What follows belongs to an exercise in optimizing a design on an open flow for small area, a short achievable clock period and few clock cycles per item; a production flow would make more cautious choices.
Where RTL was checked, it was by simulation tests only, not by an equivalence proof against the original.
Function not checked in runs 1 to 3: the RTL went through the layout flow alone.

$ cat flow/design.v
package idct_pkg;
	localparam int plane_width = 320;
endpackage
`timescale 1ns/1ps
module idct_t_stage (
	input logic CLOCK_50_I,
	input logic Resetn,
	input logic req,
	output logic ack,
	input logic [5:0] block_row,
	input logic [5:0] block_col,
	input logic [15:0] sram_read_data,
	output logic [17:0] sram_address,
	output logic [15:0] sram_write_data,
	output logic sram_we_n
);
	localparam logic [7:0] LAST_T = 8'd144;
	logic running;
	logic ack_q;
	logic [7:0] cnt;           
	logic [7:0] tn;            
	logic [14:0] rb;           
	logic [14:0] rb_start;
	logic [17:0] addr_q;
	logic [15:0] wdata_q;
	logic we_q;
	function automatic logic [8:0] row_base(input logic [5:0] r);
		case (r)
			6'd0: row_base = 9'd150;
			6'd1: row_base = 9'd155;
			6'd2: row_base = 9'd160;
			6'd3: row_base = 9'd165;
			6'd4: row_base = 9'd170;
			6'd5: row_base = 9'd175;
			6'd6: row_base = 9'd180;
			6'd7: row_base = 9'd185;
			6'd8: row_base = 9'd190;
			6'd9: row_base = 9'd195;
			6'd10: row_base = 9'd200;
			6'd11: row_base = 9'd205;
			6'd12: row_base = 9'd210;
			6'd13: row_base = 9'd215;
			6'd14: row_base = 9'd220;
			6'd15: row_base = 9'd225;
			6'd16: row_base = 9'd230;
			6'd17: row_base = 9'd235;
			6'd18: row_base = 9'd240;
			6'd19: row_base = 9'd245;
			6'd20: row_base = 9'd250;
			6'd21: row_base = 9'd255;
			6'd22: row_base = 9'd260;
			6'd23: row_base = 9'd265;
			6'd24: row_base = 9'd270;
			6'd25: row_base = 9'd275;
			6'd26: row_base = 9'd280;
			6'd27: row_base = 9'd285;
			6'd28: row_base = 9'd290;
			6'd29: row_base = 9'd295;
			6'd30: row_base = 9'd300;
			6'd31: row_base = 9'd305;
			6'd32: row_base = 9'd310;
			6'd33: row_base = 9'd315;
			6'd34: row_base = 9'd320;
			6'd35: row_base = 9'd325;
			6'd36: row_base = 9'd330;
			6'd37: row_base = 9'd335;
			6'd38: row_base = 9'd340;
			6'd39: row_base = 9'd345;
			6'd40: row_base = 9'd350;
			6'd41: row_base = 9'd355;
			6'd42: row_base = 9'd360;
			6'd43: row_base = 9'd365;
			6'd44: row_base = 9'd370;
			6'd45: row_base = 9'd375;
			6'd46: row_base = 9'd380;
			6'd47: row_base = 9'd385;
			6'd48: row_base = 9'd390;
			6'd49: row_base = 9'd395;
			6'd50: row_base = 9'd400;
			6'd51: row_base = 9'd405;
			6'd52: row_base = 9'd410;
			6'd53: row_base = 9'd415;
			6'd54: row_base = 9'd420;
			6'd55: row_base = 9'd425;
			6'd56: row_base = 9'd430;
			6'd57: row_base = 9'd435;
			6'd58: row_base = 9'd440;
			6'd59: row_base = 9'd445;
			6'd60: row_base = 9'd450;
			6'd61: row_base = 9'd455;
			6'd62: row_base = 9'd460;
			6'd63: row_base = 9'd465;
		endcase
	endfunction
	assign rb_start = {row_base(block_row), block_col};
	assign tn = running ? cnt + 8'd1 : 8'd0;
	function automatic logic is_write(input logic [7:0] t);
		is_write = (t[0] && t >= 8'd25 && t <= 8'd135) || (t >= 8'd137 && t <= 8'd144);
	endfunction
	always_ff @(posedge CLOCK_50_I or negedge Resetn) begin
		if (!Resetn) begin
			running <= 1'b0;
			ack_q <= 1'b0;
			we_q <= 1'b0;
		end else begin
			if (!running && !ack_q) begin
				running <= req;
			end else if (running) begin
				if (cnt == LAST_T) begin
					running <= 1'b0;
					ack_q <= 1'b1;
				end
			end else begin
				ack_q <= req;
			end
			we_q <= running && is_write(tn);
		end
	end
	logic [2:0] rd_col;
	assign rd_col = tn[1] ? ~{1'b0, tn[3:2]} : {1'b0, tn[3:2]};
	logic [7:0] wr_u;
	logic [2:0] wr_row;
	logic [2:0] wr_col;
	always_comb begin
		wr_u = tn - 8'd25;
		if (tn >= 8'd141) begin
			wr_row = 3'd7;
			wr_col = {2'(tn - 8'd141), 1'b0};
		end else if (tn >= 8'd137) begin
			wr_row = 3'd7;
			wr_col = {2'(tn - 8'd137), 1'b1};
		end else begin
			wr_row = wr_u[6:4];
			wr_col = {wr_u[2:1], ~wr_u[3]};
		end
	end
	always_ff @(posedge CLOCK_50_I) begin
		if (!running) begin
			cnt <= 8'd0;
			rb <= rb_start;
			addr_q <= {rb_start, 3'd0};
		end else begin
			cnt <= tn;
			rb <= rb + {9'd0, cnt[3:0] == 4'd14, 1'b0, cnt[3:0] == 4'd14, 3'd0};
			if (tn[0] || tn >= 8'd128) begin
				addr_q <= {9'h11f, 3'd0, wr_row, wr_col};
			end else begin
				addr_q <= {rb, rd_col};
			end
		end
	end
	logic hold_en;
	logic x_en;
	logic [3:0] ph_n;      
	logic [1:0] k_o_n;
	logic [1:0] k_e_n;
	logic [2:0] so_n;
	logic [2:0] se_n;
	assign ph_n = tn[3:0] + 4'd1;
	assign k_e_n = ph_n[3:2];
	assign k_o_n = {~ph_n[3], ph_n[2]};
	always_ff @(posedge CLOCK_50_I) begin
		hold_en <= (tn[1:0] == 2'd0);
		x_en <= (tn[1:0] == 2'd2);
	end
	logic [15:0] din;
	logic [15:0] hold;
	logic signed [17:0] hold3;   
	logic signed [16:0] xo;      
	logic signed [18:0] xo3;
	logic signed [16:0] f1;
	logic signed [16:0] f2;
	logic signed [16:0] xe;      
	logic signed [20:0] xe15;    
	logic signed [18:0] hold_w;
	logic signed [18:0] din_w;
	assign hold_w = 19'(signed'(hold));
	assign din_w = 19'(signed'(din));
	always_ff @(posedge CLOCK_50_I) begin
		din <= sram_read_data;
		if (hold_en) begin
			hold <= din;
			hold3 <= 18'(din_w + (din_w <<< 1));
		end
		if (x_en) begin
			xo <= 17'(hold_w - din_w);
			xo3 <= 19'(signed'(hold3)) - din_w - (din_w <<< 1);
			f1 <= 17'(hold_w + din_w);
			f2 <= f1;
			xe <= f2;
			xe15 <= (21'(signed'(f2)) <<< 4) - 21'(signed'(f2));
		end
	end
	function automatic logic [2:0] odd_sel(input logic [1:0] k, input logic [1:0] p);
		case ({k, p})
			4'h0: odd_sel = {1'b0, 2'd0};
			4'h1: odd_sel = {1'b0, 2'd1};
			4'h2: odd_sel = {1'b0, 2'd2};
			4'h3: odd_sel = {1'b0, 2'd3};
			4'h4: odd_sel = {1'b0, 2'd1};
			4'h5: odd_sel = {1'b1, 2'd3};
			4'h6: odd_sel = {1'b1, 2'd0};
			4'h7: odd_sel = {1'b1, 2'd2};
			4'h8: odd_sel = {1'b0, 2'd2};
			4'h9: odd_sel = {1'b1, 2'd0};
			4'ha: odd_sel = {1'b0, 2'd3};
			4'hb: odd_sel = {1'b0, 2'd1};
			4'hc: odd_sel = {1'b0, 2'd3};
			4'hd: odd_sel = {1'b1, 2'd2};
			4'he: odd_sel = {1'b0, 2'd1};
			default: odd_sel = {1'b1, 2'd0};
		endcase
	endfunction
	function automatic logic [2:0] even_sel(input logic [1:0] k, input logic [1:0] p);
		case ({k, p})
			4'h0: even_sel = {1'b0, 2'd0};
			4'h1: even_sel = {1'b0, 2'd1};
			4'h2: even_sel = {1'b0, 2'd0};
			4'h3: even_sel = {1'b0, 2'd2};
			4'h4: even_sel = {1'b0, 2'd0};
			4'h5: even_sel = {1'b0, 2'd2};
			4'h6: even_sel = {1'b1, 2'd0};
			4'h7: even_sel = {1'b1, 2'd1};
			4'h8: even_sel = {1'b0, 2'd0};
			4'h9: even_sel = {1'b1, 2'd2};
			4'ha: even_sel = {1'b1, 2'd0};
			4'hb: even_sel = {1'b0, 2'd1};
			4'hc: even_sel = {1'b0, 2'd0};
			4'hd: even_sel = {1'b1, 2'd1};
			4'he: even_sel = {1'b0, 2'd0};
			default: even_sel = {1'b1, 2'd2};
		endcase
	endfunction
	assign so_n = odd_sel(k_o_n, ph_n[1:0]);
	assign se_n = even_sel(k_e_n, ph_n[1:0]);
	logic [3:0] om;
	logic [2:0] em;
	logic o_neg1, o_rs1, e_neg1, e_rs1;
	always_ff @(posedge CLOCK_50_I) begin
		om <= 4'b0001 << so_n[1:0];
		em <= 3'b001 << se_n[1:0];
		o_neg1 <= so_n[2];
		o_rs1 <= (k_o_n == 2'd0);
		e_neg1 <= se_n[2];
		e_rs1 <= (k_e_n == 2'd0);
	end
	logic [23:0] ox;
	logic [23:0] oy;
	logic [23:0] ex;
	logic [23:0] ey;
	assign ox = 24'(xo);
	assign oy = 24'(xo3);
	assign ex = 24'(xe);
	assign ey = 24'(xe15);
	logic [23:0] or1, or2, or3, or4;
	logic [1:0] o_inj;
	assign or1 = ({24{om[0] | om[1]}} & (ox << 11)) | ({24{om[2]}} & (oy << 8)) | ({24{om[3]}} & (oy << 7));
	assign or2 = ({24{om[0]}} & ~(ox << 5)) | ({24{om[1]}} & ~(oy << 7)) | ({24{om[2]}} & ~(ox << 4))
		| ({24{om[3]}} & (ox << 4));
	assign or3 = ({24{om[0]}} & ~(ox << 3)) | ({24{om[1]}} & (ox << 5)) | ({24{om[2]}} & ox)
		| ({24{om[3]}} & ~ox);
	assign or4 = ({24{om[1]}} & (oy << 1)) | ({24{om[2]}} & (oy << 7));
	assign o_inj = {om[0], 1'b1};
	logic [23:0] er1, er2, er3;
	logic [1:0] e_inj;
	assign er1 = ({24{em[0]}} & (ex << 3)) | ({24{em[1]}} & (ex << 1)) | ({24{em[2]}} & ~ex);
	assign er2 = ({24{em[0]}} & (ey << 5)) | ({24{em[1]}} & ~(ey << 1)) | ({24{em[2]}} & (ex << 10));
	assign er3 = ({24{em[0]}} & (ey << 6)) | ({24{em[1]}} & (ey << 7)) | ({24{em[2]}} & ~(ey << 4));
	assign e_inj = {em[2], em[1] | em[2]};
	logic [23:0] ro0, ro1, ro2;
	logic [23:0] re0, re1, re2;
	logic [15:0] ro3, re3;      
	logic [23:0] oa, ea;
	assign oa = (o_rs1 ? 24'd0 : ro2) ^ {24{o_neg1}};
	assign ea = (e_rs1 ? 24'd0 : re2) ^ {24{e_neg1}};
	logic [23:0] os1, oc1, os2, oc2, os3, oc3;
	logic [23:0] es1, ec1, es3, ec3;
	assign os1 = or1 ^ or2 ^ or3;
	assign oc1 = {((or1 & or2) | (or1 & or3) | (or2 & or3)), o_inj[0]} ;
	assign os2 = os1 ^ oc1 ^ or4;
	assign oc2 = {((os1 & oc1) | (os1 & or4) | (oc1 & or4)), o_inj[1]};
	assign os3 = os2 ^ oc2 ^ oa;
	assign oc3 = {((os2 & oc2) | (os2 & oa) | (oc2 & oa)), 1'b0};
	assign es1 = er1 ^ er2 ^ er3;
	assign ec1 = {((er1 & er2) | (er1 & er3) | (er2 & er3)), e_inj[0]};
	assign es3 = es1 ^ ec1 ^ ea;
	assign ec3 = {((es1 & ec1) | (es1 & ea) | (ec1 & ea)), e_inj[1]};
	logic [23:0] o_s, o_c, e_s, e_c;
	logic o_neg, e_neg;
	always_ff @(posedge CLOCK_50_I) begin
		o_s <= os3;
		o_c <= oc3;
		o_neg <= o_neg1;
		e_s <= es3;
		e_c <= ec3;
		e_neg <= e_neg1;
	end
	logic [23:0] e_sum;
	assign e_sum = (e_s + e_c) ^ {24{e_neg}};
	always_ff @(posedge CLOCK_50_I) begin
		ro0 <= (o_s + o_c) ^ {24{o_neg}};
		ro1 <= ro0;
		ro2 <= ro1;
		ro3 <= ro2[23:8];
		re0 <= e_sum;
		re1 <= re0;
		re2 <= re1;
		re3 <= re2[23:8];
	end
	logic [15:0] ring_out;
	logic [15:0] e1;
	logic [15:0] e2;
	logic ring_odd;
	logic e1_en, e2_en;
	logic [1:0] wsrc;      
	assign ring_out = ring_odd ? ro3 : re3;
	always_ff @(posedge CLOCK_50_I) begin
		ring_odd <= tn[3];
		e1_en <= (tn[2:0] == 3'd1 || tn[2:0] == 3'd3);
		e2_en <= (tn[2:0] == 3'd2);
		if (tn >= 8'd140) begin
			wsrc <= 2'd3;
		end else if (tn >= 8'd136) begin
			wsrc <= 2'd0;
		end else begin
			case (tn[2:1])
				2'd0: wsrc <= 2'd0;
				2'd2: wsrc <= 2'd2;
				default: wsrc <= 2'd1;
			endcase
		end
	end
	always_ff @(posedge CLOCK_50_I) begin
		if (e1_en) begin
			e1 <= ring_out;
		end
		if (e2_en) begin
			e2 <= ring_out;
		end
		case (wsrc)
			2'd0: wdata_q <= ring_out;
			2'd1: wdata_q <= e1;
			2'd2: wdata_q <= e2;
			default: wdata_q <= e_sum[23:8];
		endcase
	end
	assign ack = ack_q;
	assign sram_address = addr_q;
	assign sram_write_data = wdata_q;
	assign sram_we_n = ~we_q;
endmodule
$ cat flow/flow/run.sh
#!/bin/bash
set -euo pipefail
bash standard.sh SETUP_SLACK_MARGIN=7 finish > flow.log 2>&1
$ cat flow/standard.sh
#!/bin/bash
# synth_recipe.tcl (not shown) runs the flow's synth.tcl, then flattens the netlist and writes it again
# the make line also repeats each setting of config.mk as NAME=value (left out here)
make -C /OpenROAD-flow-scripts/flow DESIGN_CONFIG=/design/flow/config.mk WORK_HOME=/design/flow/orfs CLKGATE_MAP_FILE= SYNTH_SCRIPT=/design/flow/synth_recipe.tcl "${@:-finish}"
$ cat flow/config.mk
export PLATFORM = sky130hd
export DESIGN_NAME = idct_t_stage
export DESIGN_NICKNAME = idct_t_stage
export VERILOG_FILES = /design/flow/design.v
export SDC_FILE = /design/flow/constraint.sdc
export NUM_CORES = 4
export LEC_CHECK = 0
export CAP_MARGIN = 20
export CORE_MARGIN = 2
export CORE_UTILIZATION = 40
export CTS_CLUSTER_DIAMETER = 150
export CTS_CLUSTER_SIZE = 30
export SLEW_MARGIN = 20
$ cat flow/constraint.sdc
create_clock -name core_clock -period 10.0 [get_ports {CLOCK_50_I}]
set_input_delay 2.0000 -clock core_clock [delete_from_list [all_inputs] [get_ports {CLOCK_50_I}]]
set_output_delay 2.0000 -clock core_clock [all_outputs]
set_load 0.01 [all_outputs]
==> impl_metrics.csv, run 1 <==
group,metric,value,unit
grt,grt_antenna_before_repair,0,
floorplan,pin_count,67,
synth,synth.net_count,2711,
setup_path,reg2regPathDepth,11,
placement,dp_hpwl,42.55,mm
layout,fillCellCount,6043,
clock_tree,htreeDepth,1,
clock_tree,cts_buffer_depth,3,
detailed_routing,dr.pass1.iters,9,
synth,yosysTopAreaCell,"dfxtp_1",
grt,use_met1,22.21,%
clock_tree,clkLatencyLatePin,580,ps
layout,post-route-util,44.98,%
synth,syn_inst,2380,
detailed_routing,wl,57.54,mm
layout,final_cell_mix,"dfxtp_1, xnor2_1, edfxtp_1",
worst_hold_path,holdPathStages,0,
grt,grt.total_usage,16.12,%
setup_path,cp_data_required_time,8000,ps
setup_path,crit_slowest_cell,"dfrtp_1",
timing,finalCritPeriodShare,31.27,%
floorplan,start_util,40.58,%
timing,final.setup.tns,0,ps
timing,rsz0062_at_grt,"true",
setup_path,worst_setup_path_end_kind,"output port",
timing,finClkSkew,18.64,ps
floorplan,die_area,69030,um^2
grt,grt_pass1_vias,16630,
timing,hold_viol_final,0,
setup_path,cp.buffers_inverters,1,
grt,gr-usage-met2,27.41,%
synth,ys_seq_area_share,46.56,%
synth,ys.flop_type,"dfxtp_1",
synth,synth.distinct_cells,79,
setup_path,worstSetupPathType,"reg2out",
run,drv_cap,0,
floorplan,die_h,262.7,um
synth,avgSynthCellArea,11.25,um^2
clock_tree,cts_root_buf,"clkbuf_16",
grt,grt_overflow,0,
synth,yosys_warnings,1,
layout,fin_cells,3307,
detailed_routing,vias,17010,
timing,max_freq,319.8,MHz
placement,portBuffers,66,
timing,slew_viol_final,0,
synth,synth.ff_latch_count,536,
worst_hold_path,hold_path.class,"reg2reg",
synth,synthTopCellsByArea,"dfxtp_1, edfxtp_1, fa_1",
timing,period_minus_slack,3127,ps
detailed_routing,via_per_inst,5.143,
detailed_routing,wl_per_cell,17.40,um
clock_tree,cts_hold_buf,0,
synth,synth_edf_count,172,
worst_hold_path,hold_start,"re1[4]",
setup_path,cp.arrival,1130,ps
outcome,status,"finished clean",
setup_path,cp_max_fo,3,
worst_hold_path,min_to,"re2[4]",
layout,seqCellArea,12540,um^2
placement,dp.cells,3230,
detailed_routing,antenna_left,0,
setup_path,slowest_delay,410,ps
clock_tree,cts.sinks,536,
grt,grt_max_degree,69,
setup_path,rr_endpoint,"xo3[16]",
setup_path,path_cells,"buf_2",
layout,multi_input_area,13620,um^2
detailed_routing,drc,0,
clock_tree,clk_pin_slew,110,ps
layout,diodes,0,
timing,slew_headroom,28.90,%
synth,syn-cell-area,26780,um^2
setup_path,crit_family,"flip-flops",
clock_tree,tritoncts,"yes",
timing,finalSetupViolCount,0,
detailed_routing,drt-initial-drc-count,1244,
clock_tree,cts_made_buffers,21,
layout,final_nets,2763,
grt,grt.busiest_layer,"met2",
floorplan,die_w,262.7,um
synth,synthArstFlopShare,0.5597,%
layout,drive_gt1_share,12.12,%
grt,grt_use_met3,1.499,%
setup_path,r2r_start,"din[1]",
layout,layout_commonest_cell,"dfxtp_1",
floorplan,core,65980,um^2
layout,area_delta_synth_final,10.84,%
grt,grt_pass1_wl,91.47,mm
floorplan,rows,94,
timing,hold_slack,328.2,ps
placement,gp_congestion,0.8977,
setup_path,cp-start-kind,"register",
synth,synth.top_cell.area_share,26.99,%
setup_path,regToRegSetupSlack,6990,ps
timing,worst_pin_slew,1066,ps
-- routing by layer --
metal / vias up / routed length [um]
met2: 372 / 27440
met1: 8235 / 26810
met4: 0 / 1297
met3: 71 / 1994
met5: - / 0
li1: 8331 / -
-- sequential cells by signal, summed over array words and instances, names as in the netlist, 17 cells and up --
name,flops
addr_q,18
e_c,24
e_s,24
f1,17
f2,17
hold3,18
o_c,23
o_s,24
re0,24
re1,24
re2,24
ro0,24
ro1,24
ro2,24
xe15,21
xo3,18
-- cells by family after synthesis --
group | Yosys count | share of synthesized area (%)
muxes | 49 | 2.668
and+or+nand+nor | 448 | 8.163
xor gates and xnor gates | 245 | 8.042
DFF | 536 | 46.56
buffers and inverters | 279 | 3.972
AOI/OAI and AO/OA | 523 | 13.07
adders and majority gates | 300 | 17.52
-- worst max path at each step --
stage,start,end,slack [ps],cells after the start
6_report,ack_q,ack,6870,1
3_5_place_dp,block_row[2],rb[10],5960,7
5_1_grt,ack_q,ack,6820,1
3_3_place_gp,block_row[2],rb[10],6020,7
2_1_floorplan,block_row[2],rb[10],6970,6
4_1_cts,we_q,sram_we_n,6820,2
-- through the flow --
step	area (um^2)	setup slack [ps]
after floorplan	26800	6966
after global placement	28280	6023
after detailed placement	28280	5957
after CTS	29110	6823
after global routing	29680	6818
final	29680	6873
-- cell type report --
class | count | area share (%)
well taps | 864 | 3.643
clock inverters | 1 | 0.02951
flip-flops and latches | 536 | 42.25
inverters | 185 | 2.483
repair inverters | 4 | 0.08010
clock buffers | 33 | 1.994
multi-input cells | 1566 | 45.90
repair buffers | 118 | 3.621
-- cells in the mapped netlist, types with 69 or more instances --
master and number:
dfxtp_1 361, xnor2_1 190, inv_1 183, ha_1 175
edfxtp_1 172, a21oi_1 144, nor2_1 130, fa_1 125
nand2_1 112, o21ai_0 94, nand2b_1 82, clkbuf_1 69
-- repair_timing --
item                                    CTS  global route
endpoints found under the setup margin  107           102
pin swaps                                10            26
resized for setup                       233            94
gates cloned                              3             4
buffers inserted                         14            22
==> run 2: changes to the inputs <==
--- a/flow/config.mk
+++ b/flow/config.mk
@@ -10,4 +10,4 @@
 export CORE_UTILIZATION = 40
 export CTS_CLUSTER_DIAMETER = 150
-export CTS_CLUSTER_SIZE = 30
+export CTS_CLUSTER_SIZE = 24
 export SLEW_MARGIN = 20
==> impl_metrics.csv, run 2 <==
group,metric,value,unit
timing,worst_pin_slew,1088,ps
clock_tree,cts_buffer_depth,3,
synth,avgSynthCellArea,11.25,um^2
setup_path,worst_setup_path_end_kind,"output port",
setup_path,cp.buffers_inverters,1,
setup_path,worstSetupEndpoint,"ack",
synth,synthTopCellsByArea,"dfxtp_1, edfxtp_1, fa_1",
floorplan,die_area,69030,um^2
timing,hold_slack,311.9,ps
timing,rsz0062_at_grt,"true",
timing,final.setup.tns,0,ps
clock_tree,cts.sinks,536,
floorplan,die_w,262.7,um
timing,slew_viol_final,0,
grt,grt_pass1_wl,91.51,mm
layout,multi_input_area,13580,um^2
run,drv_cap,0,
layout,final_nets,2768,
placement,gp_congestion,0.8977,
detailed_routing,via_per_inst,5.147,
synth,syn-cell-area,26780,um^2
timing,slew_headroom,27.45,%
floorplan,die_h,262.7,um
setup_path,cp_data_required_time,8000,ps
floorplan,start_util,40.58,%
synth,synthTopCellsByCount,"dfxtp_1, xnor2_1, inv_1",
clock_tree,cts_hold_buf,0,
synth,synth.distinct_cells,79,
setup_path,slowest_delay,400,ps
setup_path,cp.depth,1,
setup_path,cp-startpoint,"ack_q",
layout,fillCellCount,6028,
synth,synth.ff_latch_count,536,
detailed_routing,antenna_left,0,
detailed_routing,wl_per_cell,17.37,um
detailed_routing,wl,57.59,mm
synth,synth.top_cell.area_share,26.99,%
timing,period_minus_slack,3152,ps
floorplan,core,65980,um^2
setup_path,crit_family,"flip-flops",
timing,finalSetupViolCount,0,
clock_tree,cts_root_buf,"clkbuf_16",
clock_tree,htreeDepth,1,
detailed_routing,dr.pass1.iters,9,
layout,seqCellArea,12540,um^2
layout,drive_gt1_share,12.00,%
layout,layout_commonest_cell,"dfxtp_1",
placement,dp_slack,5957,ps
setup_path,r2r_start,"hold3[2]",
setup_path,worstSetupPathType,"reg2out",
setup_path,reg2regPathDepth,10,
floorplan,rows,94,
setup_path,crit_slowest_cell,"dfrtp_1",
synth,yosysMostFrequentCell,"dfxtp_1",
timing,hold_viol_final,0,
layout,final_cell_mix,"dfxtp_1, xnor2_1, edfxtp_1",
timing,fin_ws,6848,ps
floorplan,pin_count,67,
synth,ys.flop_type,"dfxtp_1",
layout,area_delta_synth_final,11.24,%
setup_path,rr_endpoint,"xo3[16]",
synth,synthArstFlopShare,0.5597,%
detailed_routing,drc,0,
grt,grt_antenna_before_repair,0,
timing,max_freq,317.3,MHz
worst_hold_path,hold_path.class,"reg2reg",
setup_path,cp-start-kind,"register",
clock_tree,tritoncts,"yes",
outcome,status,"finished clean",
grt,grt.total_usage,16.16,%
timing,finalCritPeriodShare,31.52,%
setup_path,regToRegSetupSlack,7030,ps
grt,grt_max_degree,69,
detailed_routing,vias,17060,
grt,grt_overflow,0,
synth,ys_seq_area_share,46.56,%
synth,synth_edf_count,172,
clock_tree,clk_pin_slew,100,ps
synth,yosysTopAreaCell,"dfxtp_1",
setup_path,cp_max_fo,3,
layout,diodes,0,
placement,portBuffers,66,
synth,yosys_warnings,1,
timing,finClkSkew,20.86,ps
detailed_routing,drt-initial-drc-count,1445,
synth,synth.net_count,2711,
synth,syn_inst,2380,
clock_tree,clkLatencyLatePin,600,ps
placement,dp_hpwl,42.55,mm
grt,grt_pass1_vias,16660,
setup_path,path_cells,"buf_2",
clock_tree,cts_made_buffers,26,
setup_path,cp.arrival,1150,ps
[run 2: area by class of cell]
type | count | share of cell area [%]
multi-input combinational | 1566 | 45.60
sequential | 536 | 42.08
timing repair buffer | 118 | 3.671
tap | 864 | 3.629
inverter | 185 | 2.461
clock buffer | 40 | 2.361
timing repair inverter | 4 | 0.07981
clock inverter | 2 | 0.1092
[run 2: logic make-up after synthesis]
| family | after synthesis | share of synthesized area [%] |
|---|---|---|
| mux | 49 | 2.668 |
| fa+ha+maj | 300 | 17.52 |
| flops | 536 | 46.56 |
| buf+inv | 279 | 3.972 |
| simple gates | 448 | 8.163 |
| compound gates | 523 | 13.07 |
| xor+xnor | 245 | 8.042 |
[run 2: worst min-delay path by stage]
stage / cells past startpoint / from / endpoint / slack (ps)
detailed placement: 0 / re1[17] / re2[17] / 310
global placement: 0 / ro0[18] / ro1[18] / 310
CTS: 0 / ro1[0] / ro2[0] / 310
finish: 0 / ro1[0] / ro2[0] / 310
floorplan: 0 / re0[0] / re1[0] / 310
global route: 0 / ro1[0] / ro2[0] / 310
[run 2: routing by layer]
| metal | global-route usage [%] | share of wire, % | vias up |
|---|---|---|---|
| met2 | 27.36 | 47 | 401 |
| met3 | 1.799 | 4.2 | 77 |
| met1 | 22.31 | 46 | 8248 |
| met4 | 3.448 | 2.1 | 0 |
| li1 | - | - | 8335 |
| met5 | 0 | 0 | - |
[run 2: timing repair]
item | 4_1_cts | 5_1_grt
gates resized for setup | 228 | 87
cloned | 3 | 4
setup buffers | 12 | 24
endpoints found under the setup margin | 107 | 102
pin swaps | 9 | 38
[run 2: stage by stage]
step / utilization, % / instance area [um^2] / std cells
4_1_cts: 44.28 / 29210 / 3287
2_1_floorplan: - / 26800 / 2380
3_5_place_dp: 42.86 / 28280 / 3230
3_3_place_gp: 42.86 / 28280 / 3230
5_1_grt: 45.15 / 29790 / 3315
6_report: 45.15 / 29790 / 3315
==> run 3: changes to the inputs <==
--- a/flow/design.v
+++ b/flow/design.v
@@ -96,5 +96,5 @@
 	assign tn = running ? cnt + 8'd1 : 8'd0;
 	function automatic logic is_write(input logic [7:0] t);
-		is_write = (t[0] && t >= 8'd25 && t <= 8'd135) || (t >= 8'd137 && t <= 8'd144);
+		is_write = (t[0] && t >= 8'd21 && t <= 8'd139) || (t >= 8'd141 && t <= 8'd144);
 	endfunction
 	always_ff @(posedge CLOCK_50_I or negedge Resetn) begin
@@ -123,11 +123,8 @@
 	logic [2:0] wr_col;
 	always_comb begin
-		wr_u = tn - 8'd25;
+		wr_u = tn - 8'd21;
 		if (tn >= 8'd141) begin
 			wr_row = 3'd7;
 			wr_col = {2'(tn - 8'd141), 1'b0};
-		end else if (tn >= 8'd137) begin
-			wr_row = 3'd7;
-			wr_col = {2'(tn - 8'd137), 1'b1};
 		end else begin
 			wr_row = wr_u[6:4];
@@ -270,5 +267,4 @@
 	logic [23:0] ro0, ro1, ro2;
 	logic [23:0] re0, re1, re2;
-	logic [15:0] ro3, re3;      
 	logic [23:0] oa, ea;
 	assign oa = (o_rs1 ? 24'd0 : ro2) ^ {24{o_neg1}};
@@ -296,51 +292,33 @@
 		e_neg <= e_neg1;
 	end
-	logic [23:0] e_sum;
+	logic [23:0] o_sum, e_sum;
+	assign o_sum = (o_s + o_c) ^ {24{o_neg}};
 	assign e_sum = (e_s + e_c) ^ {24{e_neg}};
 	always_ff @(posedge CLOCK_50_I) begin
-		ro0 <= (o_s + o_c) ^ {24{o_neg}};
+		ro0 <= o_sum;
 		ro1 <= ro0;
 		ro2 <= ro1;
-		ro3 <= ro2[23:8];
 		re0 <= e_sum;
 		re1 <= re0;
 		re2 <= re1;
-		re3 <= re2[23:8];
 	end
-	logic [15:0] ring_out;
-	logic [15:0] e1;
-	logic [15:0] e2;
-	logic ring_odd;
-	logic e1_en, e2_en;
-	logic [1:0] wsrc;      
-	assign ring_out = ring_odd ? ro3 : re3;
-	always_ff @(posedge CLOCK_50_I) begin
-		ring_odd <= tn[3];
-		e1_en <= (tn[2:0] == 3'd1 || tn[2:0] == 3'd3);
-		e2_en <= (tn[2:0] == 3'd2);
+	logic [2:0] wsrc;
+	always_ff @(posedge CLOCK_50_I) begin
 		if (tn >= 8'd140) begin
-			wsrc <= 2'd3;
-		end else if (tn >= 8'd136) begin
-			wsrc <= 2'd0;
+			wsrc <= 3'd4;
 		end else begin
-			case (tn[2:1])
-				2'd0: wsrc <= 2'd0;
-				2'd2: wsrc <= 2'd2;
-				default: wsrc <= 2'd1;
-			endcase
+			wsrc <= 3'(tn[3:1] + 3'd6);
 		end
 	end
 	always_ff @(posedge CLOCK_50_I) begin
-		if (e1_en) begin
-			e1 <= ring_out;
-		end
-		if (e2_en) begin
-			e2 <= ring_out;
-		end
 		case (wsrc)
-			2'd0: wdata_q <= ring_out;
-			2'd1: wdata_q <= e1;
-			2'd2: wdata_q <= e2;
-			default: wdata_q <= e_sum[23:8];
+			3'd0: wdata_q <= o_sum[23:8];
+			3'd1: wdata_q <= ro0[23:8];
+			3'd2: wdata_q <= ro1[23:8];
+			3'd3: wdata_q <= ro2[23:8];
+			3'd4: wdata_q <= e_sum[23:8];
+			3'd5: wdata_q <= re0[23:8];
+			3'd6: wdata_q <= re1[23:8];
+			default: wdata_q <= re2[23:8];
 		endcase
 	end
==> impl_metrics.csv, run 3 <==
group,metric,value,unit
grt,grt_pass1_wl,93.18,mm
placement,portBuffers,66,
synth,avgSynthCellArea,10.40,um^2
detailed_routing,wl_per_cell,17.54,um
setup_path,cp.arrival,3680,ps
synth,ys.flop_type,"dfxtp_1",
synth,yosysMostFrequentCell,"dfxtp_1",
layout,diodes,0,
clock_tree,cts_buffer_depth,3,
synth,synth.ff_latch_count,470,
setup_path,path_cells,"ha_4 -> fa_2 -> a211oi_4 -> o211ai_2 -> a2111oi_4 -> nor2_2 -> a221o_2 -> a311oi_4 -> xnor2_2 -> nand2_1 -> a31oi_2",
timing,max_freq,312.3,MHz
layout,design_area,28550,um^2
detailed_routing,drt-initial-drc-count,1188,
clock_tree,tritoncts,"yes",
floorplan,rows,92,
timing,period_minus_slack,3202,ps
layout,area_delta_synth_final,12.65,%
synth,synth.net_count,2769,
setup_path,crit_slowest_cell,"fa_2",
synth,syn_inst,2438,
clock_tree,htreeDepth,1,
clock_tree,clkLatencyLatePin,590,ps
floorplan,pin_count,67,
setup_path,crit_family,"compound AO/OA/AOI/OAI gates",
timing,rsz0062_at_grt,"true",
timing,hold_viol_final,0,
placement,dp_hpwl,42.87,mm
grt,grt_pass1_vias,17290,
layout,final_nets,2826,
layout,drive_gt1_share,12.34,%
synth,synthArstFlopShare,0.6383,%
setup_path,cp.buffers_inverters,0,
grt,grt_max_degree,75,
timing,finClkSkew,43.10,ps
synth,yosysTopAreaCell,"dfxtp_1",
detailed_routing,antenna_left,0,
setup_path,cp_data_required_time,10480,ps
synth,ys_seq_area_share,42.72,%
clock_tree,cts_made_buffers,23,
synth,synthTopCellsByCount,"dfxtp_1, inv_1, xnor2_1",
timing,finalSetupViolCount,0,
outcome,status,"finished clean",
synth,synth.distinct_cells,80,
floorplan,die_area,65390,um^2
setup_path,worst_setup_path_end_kind,"register",
timing,finalCritPeriodShare,32.02,%
layout,final_cell_mix,"dfxtp_1, inv_1, xnor2_1",
floorplan,start_util,40.32,%
grt,grt.total_usage,17.38,%
timing,slew_headroom,30.38,%
synth,syn-cell-area,25340,um^2
timing,slew_viol_final,0,
grt,grt_overflow,0,
detailed_routing,dr.pass1.iters,9,
synth,synth.top_cell.area_share,25.83,%
setup_path,worstSetupPathType,"reg2reg",
detailed_routing,drc,0,
worst_hold_path,hold_path.class,"reg2reg",
timing,hold_slack,308.6,ps
detailed_routing,wl,58.77,mm
clock_tree,cts_root_buf,"clkbuf_16",
detailed_routing,vias,17520,
synth,synth_edf_count,140,
setup_path,slowest_delay,430,ps
clock_tree,clk_pin_slew,120,ps
floorplan,die_w,255.7,um
setup_path,cp-start-kind,"register",
floorplan,core,62850,um^2
timing,worst_pin_slew,1044,ps
placement,dpl_cell_area,26840,um^2
layout,layout_commonest_cell,"dfxtp_1",
synth,yosys_warnings,1,
setup_path,cp_max_fo,3,
synth,synthTopCellsByArea,"dfxtp_1, edfxtp_1, fa_1",
run,drv_cap,0,
timing,final.setup.tns,0,ps
detailed_routing,via_per_inst,5.227,
placement,gp_congestion,0.8927,
grt,grt_antenna_before_repair,0,
clock_tree,cts.sinks,470,
floorplan,die_h,255.7,um
run 3: changes by cell type after synthesis, sizes merged, moves of 21 or more:
cell and change:
edfxtp -32, nor2 +27, dfxtp -34, inv +21, a221oi +22, nand2 +41
run 3: kinds of logic (layout without fill, tap and decap cells):
group | count (synthesis) | count (layout) | synth area share [%]
AND/OR/NAND/NOR | 522 | 522 | 9.682
adder cells (fa/ha/maj) | 300 | 300 | 18.51
buffers and inverters | 308 | 375 | 4.567
flip-flops | 470 | 470 | 42.72
AO/OA/AOI/OAI | 570 | 570 | 15.12
XOR/XNOR | 245 | 245 | 8.467
multiplexers | 23 | 23 | 0.9380
run 3: worst register-to-register path, stage by stage (launching register included):
cell,delay [ps]
dfxtp_2,340
ha_4,160
fa_2,430
a211oi_4,270
o211ai_2,160
a2111oi_4,430
nor2_2,70
a221o_2,430
a311oi_4,350
xnor2_2,170
nand2_1,100
a31oi_2,210
run 3: path summary, 6_finish.rpt:
| kind | startpoint | end | slack, ps | cells after the start |
|---|---|---|---|---|
| max | e_s[0] | wdata_q[12] | 6800 | 11 |
| max in group asynchronous | Resetn | we_q | 8270 | 1 |
| max reg2reg | e_s[0] | wdata_q[12] | 6800 | 11 |
| min in group asynchronous | Resetn | ack_q | 1600 | 1 |
| min reg2reg | ro1[2] | ro2[2] | 310 | 0 |
| min | ro1[2] | ro2[2] | 310 | 0 |
run 3: area by class of cell:
cell class,instances,area (um^2)
timing repair buffer,129,1167
clock buffer,33,613.1
fill,5905,34300
tap,846,1059
multi-input combinational,1660,13960
timing repair inverter,3,18.77
clock inverter,2,20.02
sequential,470,10900
inverter,208,813.3
run 3: repair_timing:
| item | 4_1_cts | 5_1_grt |
|---|---|---|
| gates resized for setup | 261 | 112 |
| gates cloned | 4 | 2 |
| buffers inserted | 19 | 23 |
| hold buffers | 0 | 0 |
| pin swaps | 29 | 42 |
| endpoints found under the setup margin | 176 | 107 |
run 3: through the flow:
step                      worst slack, ps  util, %  cells
after global placement               5792    42.71   3268
after floorplan                      6967        -   2438
after global routing                 6673    45.43   3351
after CTS                            6789    44.34   3326
after detailed placement             5690    42.71   3268
final                                6798    45.43   3351
run 3: metal layers:
layer	share of wire, %	wire length (um)	vias up	track usage, %
li1	-	-	8522	-
met1	46	27280	8484	24.21
met2	46	26920	427	28.35
met3	4.3	2503	82	1.852
met4	3.5	2066	0	5.637
met5	0	0	-	0
==> run 4: changes to the inputs <==
--- a/flow/design.v
+++ b/flow/design.v
@@ -19,4 +19,5 @@
 	logic ack_q;
 	logic [7:0] cnt;           
+	logic ack_state;           
 	logic [7:0] tn;            
 	logic [14:0] rb;           
@@ -95,4 +96,5 @@
 	assign rb_start = {row_base(block_row), block_col};
 	assign tn = running ? cnt + 8'd1 : 8'd0;
+	assign ack_state = !running && (cnt != 8'd0);
 	function automatic logic is_write(input logic [7:0] t);
 		is_write = (t[0] && t >= 8'd21 && t <= 8'd139) || (t >= 8'd141 && t <= 8'd144);
@@ -104,13 +106,10 @@
 			we_q <= 1'b0;
 		end else begin
-			if (!running && !ack_q) begin
-				running <= req;
-			end else if (running) begin
-				if (cnt == LAST_T) begin
-					running <= 1'b0;
-					ack_q <= 1'b1;
-				end
+			if (!running) begin
+				running <= req && !ack_state;
+				ack_q <= ack_state && req;
 			end else begin
-				ack_q <= req;
+				running <= (cnt != LAST_T);
+				ack_q <= (cnt == LAST_T);
 			end
 			we_q <= running && is_write(tn);
@@ -134,5 +133,5 @@
 	always_ff @(posedge CLOCK_50_I) begin
 		if (!running) begin
-			cnt <= 8'd0;
+			cnt <= (ack_state && req) ? cnt : 8'd0;
 			rb <= rb_start;
 			addr_q <= {rb_start, 3'd0};
@@ -163,7 +162,5 @@
 	logic [15:0] din;
 	logic [15:0] hold;
-	logic signed [17:0] hold3;   
 	logic signed [16:0] xo;      
-	logic signed [18:0] xo3;
 	logic signed [16:0] f1;
 	logic signed [16:0] f2;
@@ -178,9 +175,7 @@
 		if (hold_en) begin
 			hold <= din;
-			hold3 <= 18'(din_w + (din_w <<< 1));
 		end
 		if (x_en) begin
 			xo <= 17'(hold_w - din_w);
-			xo3 <= 19'(signed'(hold3)) - din_w - (din_w <<< 1);
 			f1 <= 17'(hold_w + din_w);
 			f2 <= f1;
@@ -243,20 +238,20 @@
 	end
 	logic [23:0] ox;
-	logic [23:0] oy;
 	logic [23:0] ex;
 	logic [23:0] ey;
 	assign ox = 24'(xo);
-	assign oy = 24'(xo3);
 	assign ex = 24'(xe);
 	assign ey = 24'(xe15);
-	logic [23:0] or1, or2, or3, or4;
-	logic [1:0] o_inj;
-	assign or1 = ({24{om[0] | om[1]}} & (ox << 11)) | ({24{om[2]}} & (oy << 8)) | ({24{om[3]}} & (oy << 7));
-	assign or2 = ({24{om[0]}} & ~(ox << 5)) | ({24{om[1]}} & ~(oy << 7)) | ({24{om[2]}} & ~(ox << 4))
+	logic [23:0] or1, or2, or3, or4, or5, or6;
+	logic [3:0] o_inj;
+	assign or1 = ({24{om[0] | om[1]}} & (ox << 11)) | ({24{om[2]}} & (ox << 10)) | ({24{om[3]}} & (ox << 9));
+	assign or2 = ({24{om[0]}} & ~(ox << 5)) | ({24{om[1]}} & ~(ox << 9)) | ({24{om[2]}} & (ox << 7))
+		| ({24{om[3]}} & ~(ox << 7));
+	assign or3 = ({24{om[0]}} & ~(ox << 3)) | ({24{om[1]}} & (ox << 7)) | ({24{om[2]}} & ~(ox << 4))
 		| ({24{om[3]}} & (ox << 4));
-	assign or3 = ({24{om[0]}} & ~(ox << 3)) | ({24{om[1]}} & (ox << 5)) | ({24{om[2]}} & ox)
-		| ({24{om[3]}} & ~ox);
-	assign or4 = ({24{om[1]}} & (oy << 1)) | ({24{om[2]}} & (oy << 7));
-	assign o_inj = {om[0], 1'b1};
+	assign or4 = ({24{om[1]}} & (ox << 5)) | ({24{om[2]}} & ox) | ({24{om[3]}} & ~ox);
+	assign or5 = {24{om[1]}} & (ox << 3);
+	assign or6 = {24{om[1]}} & ~(ox << 1);
+	assign o_inj = {2'b00, om[0] | om[1] | om[3], 1'b1};
 	logic [23:0] er1, er2, er3;
 	logic [1:0] e_inj;
@@ -272,10 +267,15 @@
 	logic [23:0] os1, oc1, os2, oc2, os3, oc3;
 	logic [23:0] es1, ec1, es3, ec3;
+	logic [23:0] ot1, ou1, ot2, ou2;
 	assign os1 = or1 ^ or2 ^ or3;
-	assign oc1 = {((or1 & or2) | (or1 & or3) | (or2 & or3)), o_inj[0]} ;
-	assign os2 = os1 ^ oc1 ^ or4;
-	assign oc2 = {((os1 & oc1) | (os1 & or4) | (oc1 & or4)), o_inj[1]};
-	assign os3 = os2 ^ oc2 ^ oa;
-	assign oc3 = {((os2 & oc2) | (os2 & oa) | (oc2 & oa)), 1'b0};
+	assign oc1 = {((or1 & or2) | (or1 & or3) | (or2 & or3)), o_inj[0]};
+	assign ot1 = or4 ^ or5 ^ or6;
+	assign ou1 = {((or4 & or5) | (or4 & or6) | (or5 & or6)), o_inj[1]};
+	assign os2 = os1 ^ oc1 ^ ot1;
+	assign oc2 = {((os1 & oc1) | (os1 & ot1) | (oc1 & ot1)), 1'b0};
+	assign ot2 = ou1 ^ oa ^ os2;
+	assign ou2 = {((ou1 & oa) | (ou1 & os2) | (oa & os2)), 1'b0};
+	assign os3 = ot2 ^ ou2 ^ oc2;
+	assign oc3 = {((ot2 & ou2) | (ot2 & oc2) | (ou2 & oc2)), 1'b0};
 	assign es1 = er1 ^ er2 ^ er3;
 	assign ec1 = {((er1 & er2) | (er1 & er3) | (er2 & er3)), e_inj[0]};
==> impl_metrics.csv, run 4 <==
group,metric,value,unit
outcome,status,"finished clean",
detailed_routing,wl,57.16,mm
floorplan,rows,89,
synth,avgSynthCellArea,10.24,um^2
timing,hold_viol_final,0,
synth,syn_inst,2315,
run,drv_cap,0,
setup_path,worst_setup_path_end_kind,"register",
placement,portBuffers,66,
placement,dp_hpwl,41.59,mm
setup_path,worstSetupPathType,"reg2reg",
layout,post-route-util,46.47,%
placement,gp_congestion,0.8807,
grt,grt_antenna_before_repair,0,
timing,max_freq,304.7,MHz
timing,finClkSkew,23.77,ps
synth,yosys_warnings,1,
synth,ys.flop_type,"dfxtp_1",
synth,synth.top_cell.area_share,26.85,%
clock_tree,cts_hold_buf,0,
timing,slew_viol_final,0,
floorplan,start_util,40.32,%
timing,period_minus_slack,3282,ps
synth,synthArstFlopShare,0.6897,%
setup_path,cp_max_fo,5,
grt,grt_max_degree,88,
timing,finalSetupViolCount,0,
layout,drive_gt1_share,15.26,%
detailed_routing,drt-initial-drc-count,1325,
placement,dpl_cell_area,25170,um^2
clock_tree,cts_buffer_depth,3,
detailed_routing,vias,16580,
detailed_routing,drc,0,
layout,design_area,27320,um^2
detailed_routing,antenna_left,0,
timing,final.setup.tns,0,ps
synth,ys_seq_area_share,41.61,%
timing,finalCritPeriodShare,32.82,%
floorplan,die_h,247.4,um
floorplan,pin_count,67,
setup_path,cp-start-kind,"register",
layout,layout_commonest_cell,"dfxtp_1",
synth,yosysTopAreaCell,"dfxtp_1",
floorplan,die_w,247.4,um
setup_path,cp_data_required_time,10510,ps
detailed_routing,via_per_inst,5.165,
synth,yosysMostFrequentCell,"dfxtp_1",
worst_hold_path,hold_path.class,"reg2reg",
clock_tree,clk_pin_slew,90,ps
clock_tree,cts.sinks,435,
synth,synth_edf_count,114,
timing,slew_headroom,30.73,%
grt,grt.total_usage,18.55,%
synth,syn-cell-area,23710,um^2
layout,area_delta_synth_final,15.25,%
timing,fin_ws,6718,ps
synth,synthTopCellsByCount,"dfxtp_1, inv_1, xnor2_1",
setup_path,cp.arrival,3790,ps
detailed_routing,wl_per_cell,17.80,um
timing,worst_pin_slew,1038,ps
clock_tree,tritoncts,"yes",
clock_tree,htreeDepth,1,
grt,grt_pass1_vias,16550,
synth,synth.ff_latch_count,435,
clock_tree,cts_made_buffers,22,
grt,grt_overflow,0,
layout,diodes,0,
clock_tree,cts_root_buf,"clkbuf_16",
synth,synthTopCellsByArea,"dfxtp_1, edfxtp_1, fa_1",
timing,rsz0062_at_grt,"true",
layout,final_cell_mix,"dfxtp_1, inv_1, xnor2_1",
detailed_routing,dr.pass1.iters,8,
grt,grt_pass1_wl,91.11,mm
floorplan,die_area,61230,um^2
placement,dp_slack,5846,ps
layout,final_nets,2739,
clock_tree,clkLatencyLatePin,570,ps
synth,synth.net_count,2626,
synth,synth.distinct_cells,73,
layout,fillCellCount,5428,
floorplan,core,58800,um^2
run 4: critical path, stage by stage (launching register included):
cell and delay, ps:
edfxtp_1 500, nor2_1 140, a211o_1 310, fa_1 570
inv_1 90, fa_1 520, fa_1 540, inv_1 50
fa_2 520
run 4: metrics by stage:
stage / std cells / hold WS (ps)
finish: 3211 / 332.1
global route: 3211 / 336.4
CTS: 3195 / 331.6
detailed placement: 3077 / 312.1
global placement: 3077 / 310.1
floorplan: 2315 / 309.6
run 4: kinds of logic after synthesis:
logic type | Yosys count | share of synthesized area [%]
AO/OA/AOI/OAI | 487 | 13.88
multiplexers | 26 | 1.129
XOR/XNOR | 215 | 7.943
flip-flops | 435 | 41.61
adder cells (fa/ha/maj) | 282 | 19.49
buffers and inverters | 380 | 6.027
AND/OR/NAND/NOR | 490 | 9.922
run 4: layout make-up:
class                           count  area, um^2  area share (%)
Timing Repair inverter              1       11.26         0.04122
Clock inverter                      2       25.02         0.09159
Inverter                          286        1115           4.080
Tap cell                          773       967.2           3.540
Clock buffer                       32       609.3           2.230
Multi-Input combinational cell   1501       13040           47.71
Timing Repair Buffer              181        1654           6.054
Sequential cell                   435        9903           36.25
run 4: per-layer routing:
layer	up-vias	share of wire [%]	track usage, %
met4	0	2.5	4.914
li1	8028	-	-
met3	82	4.5	2.292
met2	404	45	29.83
met1	8070	48	26.40
met5	-	0	0
run 4: what timing repair did:
action,in CTS,in global routing
buffers inserted,81,15
endpoints found under the setup margin,125,106
cloned,3,0
pin swaps,58,46
resized for setup,302,102
run 4: path summary, 6_finish.rpt:
kind | start | slack (ps) | depth (start not counted) | end
worst max-delay path | xo[14] | 6720 | 8 | o_s[14]
worst min-delay path | re0[2] | 330 | 0 | re1[2]
worst max register to register | xo[14] | 6720 | 8 | o_s[14]
worst min register to register | re0[2] | 330 | 0 | re1[2]
max in group asynchronous | Resetn | 8230 | 1 | running
min in group asynchronous | Resetn | 1610 | 1 | we_q
Testbench counts of run 4, summed over its fixed seeds: cycles 28,592, blocks 192.
==> run 5: changes to the inputs <==
--- a/flow/design.v
+++ b/flow/design.v
@@ -260,5 +260,5 @@
 	assign er3 = ({24{em[0]}} & (ey << 6)) | ({24{em[1]}} & (ey << 7)) | ({24{em[2]}} & ~(ey << 4));
 	assign e_inj = {em[2], em[1] | em[2]};
-	logic [23:0] ro0, ro1, ro2;
+	logic [23:0] ro0, ro1, ro2, ro3;
 	logic [23:0] re0, re1, re2;
 	logic [23:0] oa, ea;
@@ -267,5 +267,5 @@
 	logic [23:0] os1, oc1, os2, oc2, os3, oc3;
 	logic [23:0] es1, ec1, es3, ec3;
-	logic [23:0] ot1, ou1, ot2, ou2;
+	logic [23:0] ot1, ou1;
 	assign os1 = or1 ^ or2 ^ or3;
 	assign oc1 = {((or1 & or2) | (or1 & or3) | (or2 & or3)), o_inj[0]};
@@ -274,8 +274,6 @@
 	assign os2 = os1 ^ oc1 ^ ot1;
 	assign oc2 = {((os1 & oc1) | (os1 & ot1) | (oc1 & ot1)), 1'b0};
-	assign ot2 = ou1 ^ oa ^ os2;
-	assign ou2 = {((ou1 & oa) | (ou1 & os2) | (oa & os2)), 1'b0};
-	assign os3 = ot2 ^ ou2 ^ oc2;
-	assign oc3 = {((ot2 & ou2) | (ot2 & oc2) | (ou2 & oc2)), 1'b0};
+	assign os3 = ou1 ^ os2 ^ oc2;
+	assign oc3 = {((ou1 & os2) | (ou1 & oc2) | (os2 & oc2)), 1'b0};
 	assign es1 = er1 ^ er2 ^ er3;
 	assign ec1 = {((er1 & er2) | (er1 & er3) | (er2 & er3)), e_inj[0]};
@@ -293,5 +291,8 @@
 	end
 	logic [23:0] o_sum, e_sum;
-	assign o_sum = (o_s + o_c) ^ {24{o_neg}};
+	logic [23:0] om_s, om_c;
+	assign om_s = ro3 ^ o_s ^ o_c;
+	assign om_c = {((ro3 & o_s) | (ro3 & o_c) | (o_s & o_c)), 1'b0};
+	assign o_sum = (om_s + om_c) ^ {24{o_neg}};
 	assign e_sum = (e_s + e_c) ^ {24{e_neg}};
 	always_ff @(posedge CLOCK_50_I) begin
@@ -299,4 +300,5 @@
 		ro1 <= ro0;
 		ro2 <= ro1;
+		ro3 <= oa;
 		re0 <= e_sum;
 		re1 <= re0;
--- a/flow/config.mk
+++ b/flow/config.mk
@@ -8,5 +8,5 @@
 export CAP_MARGIN = 20
 export CORE_MARGIN = 2
-export CORE_UTILIZATION = 40
+export CORE_UTILIZATION = 60
 export CTS_CLUSTER_DIAMETER = 150
 export CTS_CLUSTER_SIZE = 24
==> impl_metrics.csv, run 5 <==
group,metric,value,unit
setup_path,cp.arrival,3680,ps
layout,drive_gt1_share,11.88,%
layout,seqCellArea,10400,um^2
detailed_routing,via_per_inst,5.768,
synth,yosysTopAreaCell,"dfxtp_1",
layout,multi_input_area,13220,um^2
setup_path,worst_setup_path_end_kind,"register",
detailed_routing,dr.pass1.iters,6,
floorplan,die_w,204.8,um
clock_tree,tritoncts,"yes",
placement,portBuffers,66,
timing,worst_pin_slew,1058,ps
timing,finalCritPeriodShare,32.08,%
synth,syn_inst,2268,
synth,avgSynthCellArea,10.67,um^2
clock_tree,htreeDepth,1,
timing,hold_slack,329.2,ps
synth,syn-cell-area,24200,um^2
detailed_routing,wl_per_cell,19.23,um
synth,synth.top_cell.area_share,28.38,%
timing,period_minus_slack,3208,ps
layout,diodes,0,
grt,grt_antenna_before_repair,1,
layout,layout_commonest_cell,"dfxtp_1",
setup_path,r2r_start,"ro3[5]",
detailed_routing,drt-initial-drc-count,1580,
timing,finalSetupViolCount,0,
layout,area_delta_synth_final,11.14,%
setup_path,slowest_delay,580,ps
grt,grt_pass1_vias,16100,
timing,max_freq,311.7,MHz
floorplan,start_util,60.90,%
setup_path,cp_max_fo,4,
worst_hold_path,hold_path.class,"reg2reg",
clock_tree,cts_hold_buf,0,
synth,yosys_warnings,1,
synth,synthArstFlopShare,0.6522,%
floorplan,die_h,204.8,um
layout,final_nets,2644,
timing,finClkSkew,45.74,ps
setup_path,critPathMostFrequentCell,"a21oi_2",
setup_path,regToRegSetupSlack,6790,ps
layout,fillCellCount,3073,
timing,slew_viol_final,0,
timing,hold_viol_final,0,
layout,final_cell_mix,"dfxtp_1, inv_1, xnor2_1",
grt,grt.total_usage,26.21,%
worst_hold_path,min_to,"ro2[0]",
synth,ys.flop_type,"dfxtp_1",
detailed_routing,drc,0,
worst_hold_path,holdPathStages,0,
placement,dp_hpwl,40.23,mm
setup_path,crit_slowest_cell,"fa_1",
setup_path,reg2regPathDepth,12,
clock_tree,clkLatencyLatePin,590,ps
synth,synth.ff_latch_count,460,
setup_path,path_cells,"fa_1 -> ha_4 -> a2111o_1 -> a21oi_2 -> o221ai_2 -> a221oi_2 -> buf_4 -> buf_12 -> xnor2_4 -> a221o_1 -> a21oi_2 -> a21oi_2",
clock_tree,cts.sinks,460,
timing,final.setup.tns,0,ps
synth,synthTopCellsByCount,"dfxtp_1, inv_1, xnor2_1",
timing,rsz0062_at_grt,"true",
setup_path,rr_endpoint,"wdata_q[6]",
synth,yosysMostFrequentCell,"dfxtp_1",
synth,ys_seq_area_share,42.84,%
clock_tree,cts_made_buffers,23,
setup_path,cp_data_required_time,10470,ps
grt,grt_pass1_wl,86.99,mm
floorplan,die_area,41950,um^2
floorplan,rows,73,
detailed_routing,vias,16530,
grt,grt_overflow,0,
grt,grt_max_degree,88,
synth,synthTopCellsByArea,"dfxtp_1, edfxtp_1, fa_1",
clock_tree,cts_root_buf,"clkbuf_16",
timing,slew_headroom,29.44,%
worst_hold_path,hold_start,"ro1[0]",
clock_tree,clk_pin_slew,90,ps
outcome,status,"finished clean",
synth,synth_edf_count,114,
setup_path,cp-start-kind,"register",
placement,gp_congestion,0.9387,
setup_path,worstSetupPathType,"reg2reg",
floorplan,core,39730,um^2
detailed_routing,antenna_left,0,
run,drv_cap,0,
detailed_routing,wl,55.10,mm
synth,synth.distinct_cells,86,
synth,synth.net_count,2581,
floorplan,pin_count,67,
clock_tree,cts_buffer_depth,3,
run 5: layout make-up:
type,instances,share of cell area (%)
clock buffers,32,2.266
repair inverters,1,0.02792
multi-input cells,1520,49.17
clock inverters,2,0.1070
flip-flops and latches,460,38.69
inverters,186,2.685
well taps,525,2.443
repair buffers,139,4.611
run 5: per-stage QoR:
step           cell area, um^2  worst slack, ps  util, %  cells
6_report                 26890             6792    67.68   2865
5_1_grt                  26890             6702    67.68   2865
4_1_cts                  26200             6818    65.95   2833
3_5_place_dp             25240             5822    63.51   2772
3_3_place_gp             25240             5914    63.51   2772
2_1_floorplan            24240             6983        -   2268
run 5: cells by family (layout without fill, tap and decap cells):
kind of cell	count (synthesis)	in the layout	share of synthesized area (%)
AO/OA/AOI/OAI	475	475	13.38
XOR/XNOR	220	220	7.995
adder cells (fa/ha/maj)	284	284	19.16
buffers and inverters	289	360	4.711
flip-flops	460	460	42.84
multiplexers	32	32	1.753
AND/OR/NAND/NOR	508	509	10.16
run 5: worst max-delay path by stage:
stage	from	to	slack, ps	depth (start not counted)
after CTS	o_c[1]	wdata_q[7]	6820	12
after detailed placement	block_row[2]	rb[10]	5820	7
after global routing	o_c[1]	wdata_q[7]	6700	12
after floorplan	ro3[6]	wdata_q[7]	6980	9
after global placement	block_row[2]	rb[10]	5910	7
final	ro3[5]	wdata_q[6]	6790	12
run 5: timing repair:
item	4_1_cts	5_1_grt
setup buffers	26	29
gates resized for setup	232	94
pin swaps	23	37
setup endpoints to repair	125	95
cloned	1	3
run 5: metal layers:
metal	track usage, %	part of all wire [%]	vias to the layer above
met4	6.263	2.2	0
met3	3.118	6.1	85
li1	-	-	7901
met1	37.73	45	8019
met2	42.45	47	521
met5	0	0	-
run 5: worst max-delay path: cells and delay by family, from the launching register on:
family / cells / cell delay [ps]
XOR/XNOR: 1 / 60
buffers and inverters: 2 / 310
adder cells (fa/ha/maj): 2 / 810
flip-flops: 1 / 330
AO/OA/AOI/OAI: 7 / 1600
Testbench counts of run 5, summed over its fixed seeds: cycles 28,592, blocks 192.
==> run 6: changes to the inputs <==
--- a/flow/config.mk
+++ b/flow/config.mk
@@ -8,5 +8,5 @@
 export CAP_MARGIN = 20
 export CORE_MARGIN = 2
-export CORE_UTILIZATION = 60
+export CORE_UTILIZATION = 40
 export CTS_CLUSTER_DIAMETER = 150
 export CTS_CLUSTER_SIZE = 24
==> impl_metrics.csv, run 6 <==
group,metric,value,unit
synth,synthTopCellsByArea,"dfxtp_1, edfxtp_1, fa_1",
setup_path,crit_slowest_cell,"fa_1",
timing,final.setup.tns,0,ps
clock_tree,cts.sinks,460,
synth,synth_edf_count,114,
placement,portBuffers,66,
grt,grt_use_met3,1.950,%
grt,grt_antenna_before_repair,0,
clock_tree,cts_hold_buf,0,
setup_path,cp.buffers_inverters,1,
clock_tree,clkLatencyLatePin,580,ps
layout,diodes,0,
floorplan,pin_count,67,
synth,yosysTopAreaCell,"dfxtp_1",
detailed_routing,antenna_left,0,
floorplan,start_util,40.24,%
layout,final_nets,2647,
setup_path,cp_data_required_time,10440,ps
setup_path,cp-start-kind,"register",
layout,layout_commonest_cell,"dfxtp_1",
grt,grt_max_degree,82,
timing,worst_pin_slew,1006,ps
detailed_routing,drt-initial-drc-count,1317,
floorplan,die_h,249.9,um
floorplan,rows,90,
setup_path,worst_setup_path_end_kind,"register",
grt,grt_overflow,0,
setup_path,worstSetupPathType,"reg2reg",
grt,grt.busiest_layer,"met2",
detailed_routing,drc,0,
timing,slew_viol_final,0,
grt,gr-usage-met2,26.76,%
timing,finalSetupViolCount,0,
grt,grt_pass1_wl,86.28,mm
synth,avgSynthCellArea,10.67,um^2
synth,synth.distinct_cells,86,
synth,ys_seq_area_share,42.84,%
setup_path,slowest_delay,570,ps
grt,grt.total_usage,16.91,%
synth,syn-cell-area,24200,um^2
clock_tree,cts_root_buf,"clkbuf_16",
outcome,status,"finished clean",
floorplan,core,60130,um^2
timing,finalCritPeriodShare,32.17,%
timing,hold_slack,331.2,ps
floorplan,die_w,249.9,um
timing,fin_ws,6783,ps
synth,ys.flop_type,"dfxtp_1",
synth,synth.top_cell.area_share,28.38,%
worst_hold_path,hold_path.class,"reg2reg",
placement,gp_congestion,0.8863,
clock_tree,clk_pin_slew,90,ps
synth,syn_inst,2268,
timing,period_minus_slack,3217,ps
clock_tree,htreeDepth,1,
grt,grt_pass1_vias,16070,
placement,dp_slack,5799,ps
synth,synth.ff_latch_count,460,
detailed_routing,via_per_inst,5.204,
layout,drive_gt1_share,11.48,%
setup_path,cp_max_fo,5,
setup_path,crit_family,"compound AO/OA/AOI/OAI gates",
timing,rsz0062_at_grt,"true",
floorplan,die_area,62470,um^2
timing,max_freq,310.8,MHz
detailed_routing,dr.pass1.iters,12,
synth,synth.net_count,2581,
setup_path,path_cells,"fa_1 -> ha_4 -> a2111o_1 -> o21a_4 -> buf_4 -> a21o_2 -> o41ai_4 -> o21ai_1 -> xnor2_1 -> a221o_1",
detailed_routing,wl_per_cell,17.44,um
run,drv_cap,0,
synth,synthArstFlopShare,0.6522,%
clock_tree,cts_buffer_depth,3,
clock_tree,tritoncts,"yes",
timing,hold_viol_final,0,
clock_tree,cts_made_buffers,23,
layout,final_cell_mix,"dfxtp_1, inv_1, xnor2_1",
setup_path,cp.arrival,3660,ps
grt,use_met1,24.16,%
detailed_routing,wl,54.49,mm
detailed_routing,vias,16260,
placement,dp_hpwl,40.06,mm
synth,yosysMostFrequentCell,"dfxtp_1",
layout,area_delta_synth_final,12.36,%
synth,synthTopCellsByCount,"dfxtp_1, inv_1, xnor2_1",
timing,slew_headroom,32.87,%
timing,finClkSkew,24.73,ps
synth,yosys_warnings,1,
-- run 6: cell counts after synthesis --
No cell type changed its count.
-- run 6: logic make-up (layout without fill, tap and decap cells) --
family	Yosys count	after routing	share of synthesized area (%)
multiplexers	32	32	1.753
XOR/XNOR	220	220	7.995
adder cells (fa/ha/maj)	284	284	19.16
AO/OA/AOI/OAI	475	475	13.38
AND/OR/NAND/NOR	508	509	10.16
buffers and inverters	289	363	4.711
flip-flops	460	460	42.84
-- run 6: metrics by stage --
step           instances  utilization [%]  area, um^2
2_1_floorplan       2268                -       24240
6_report            3125            45.21       27190
3_3_place_gp        3029            42.50       25560
5_1_grt             3125            45.21       27190
3_5_place_dp        3029            42.50       25560
4_1_cts             3080            44.13       26540
-- run 6: worst register-to-register path, cell delays in order (launching register included) --
cell	delay [ps]
dfxtp_2	330
fa_1	570
ha_4	220
a2111o_1	380
o21a_4	250
buf_4	140
a21o_2	200
o41ai_4	300
o21ai_1	150
xnor2_1	170
a221o_1	370
-- run 6: final cells by class --
cell class                 count  area, um^2
multi-input combinational   1520       13190
clock buffer                  32       630.6
timing repair buffer         143        1249
tap                          782       978.4
sequential                   460       10400
inverter                     186       716.9
fill                        5584       32950
clock inverter                 2       21.27
-- run 6: worst paths after layout --
path	to	cells after the start	from	slack (ps)
hold reg to reg	ro1[5]	0	ro0[5]	330
max in group asynchronous	ack_q	1	Resetn	8280
min in group asynchronous	running	1	Resetn	1590
hold / removal	ro1[5]	0	ro0[5]	330
setup reg to reg	wdata_q[13]	10	o_c[6]	6780
setup / recovery	wdata_q[13]	10	o_c[6]	6780
-- run 6: repair_timing --
| action | 4_1_cts | 5_1_grt |
|---|---|---|
| cloned | 0 | 3 |
| buffers inserted | 17 | 41 |
| pin swaps | 32 | 35 |
| gates resized for setup | 238 | 71 |
| endpoints found under the setup margin | 101 | 105 |
-- run 6: per-layer routing --
layer  vias up  wire [um]  share of wire, %
li1       7902          -                 -
met1      7840      26070                48
met2       439      24070                44
met3        81       2623               4.8
met4         0       1725               3.2
met5         -          0                 0

-- port drivers added, routing unchanged --
No port has a modelled driver above. Below, the same layouts with a new extraction and two added sets of constraints. Step 1: set_driving_cell puts a clkbuf_16 on CLOCK_50_I and a buf_2 on each other input, an assumption about the parent block. Step 2 times the ports against the registers' clock, not the clock port: input delays grow and output delays shrink by t, the midpoint of the rising clock arrivals with the driver on. Slacks: ideal / step 1 / step 2; pairs: ideal / step 1.
| run | shift t [ns] | slack for setup (ns) | worst slew at a driven data input, ns | pins driven straight from the clock port |
|---|---|---|---|---|
| run 1 | 0.625 | 6.873 / 6.815 / 6.471 | 0.04 | 1 |
| run 2 | 0.647 | 6.848 / 6.790 / 6.472 | 0.04 | 1 |
| run 3 | 0.625 | 6.798 / 6.798 / 6.488 | 0.06 | 1 |
| run 4 | 0.621 | 6.718 / 6.718 / 6.521 | 0.06 | 1 |
| run 5 | 0.620 | 6.792 / 6.792 / 6.559 | 0.04 | 1 |
| run 6 | 0.623 | 6.783 / 6.783 / 6.554 | 0.06 | 1 |
After both steps every run listed still meets setup and hold. For run 1, which loses most, drivers alone change the setup slack by -0.058 ns; drivers and shift together by -0.402 ns.
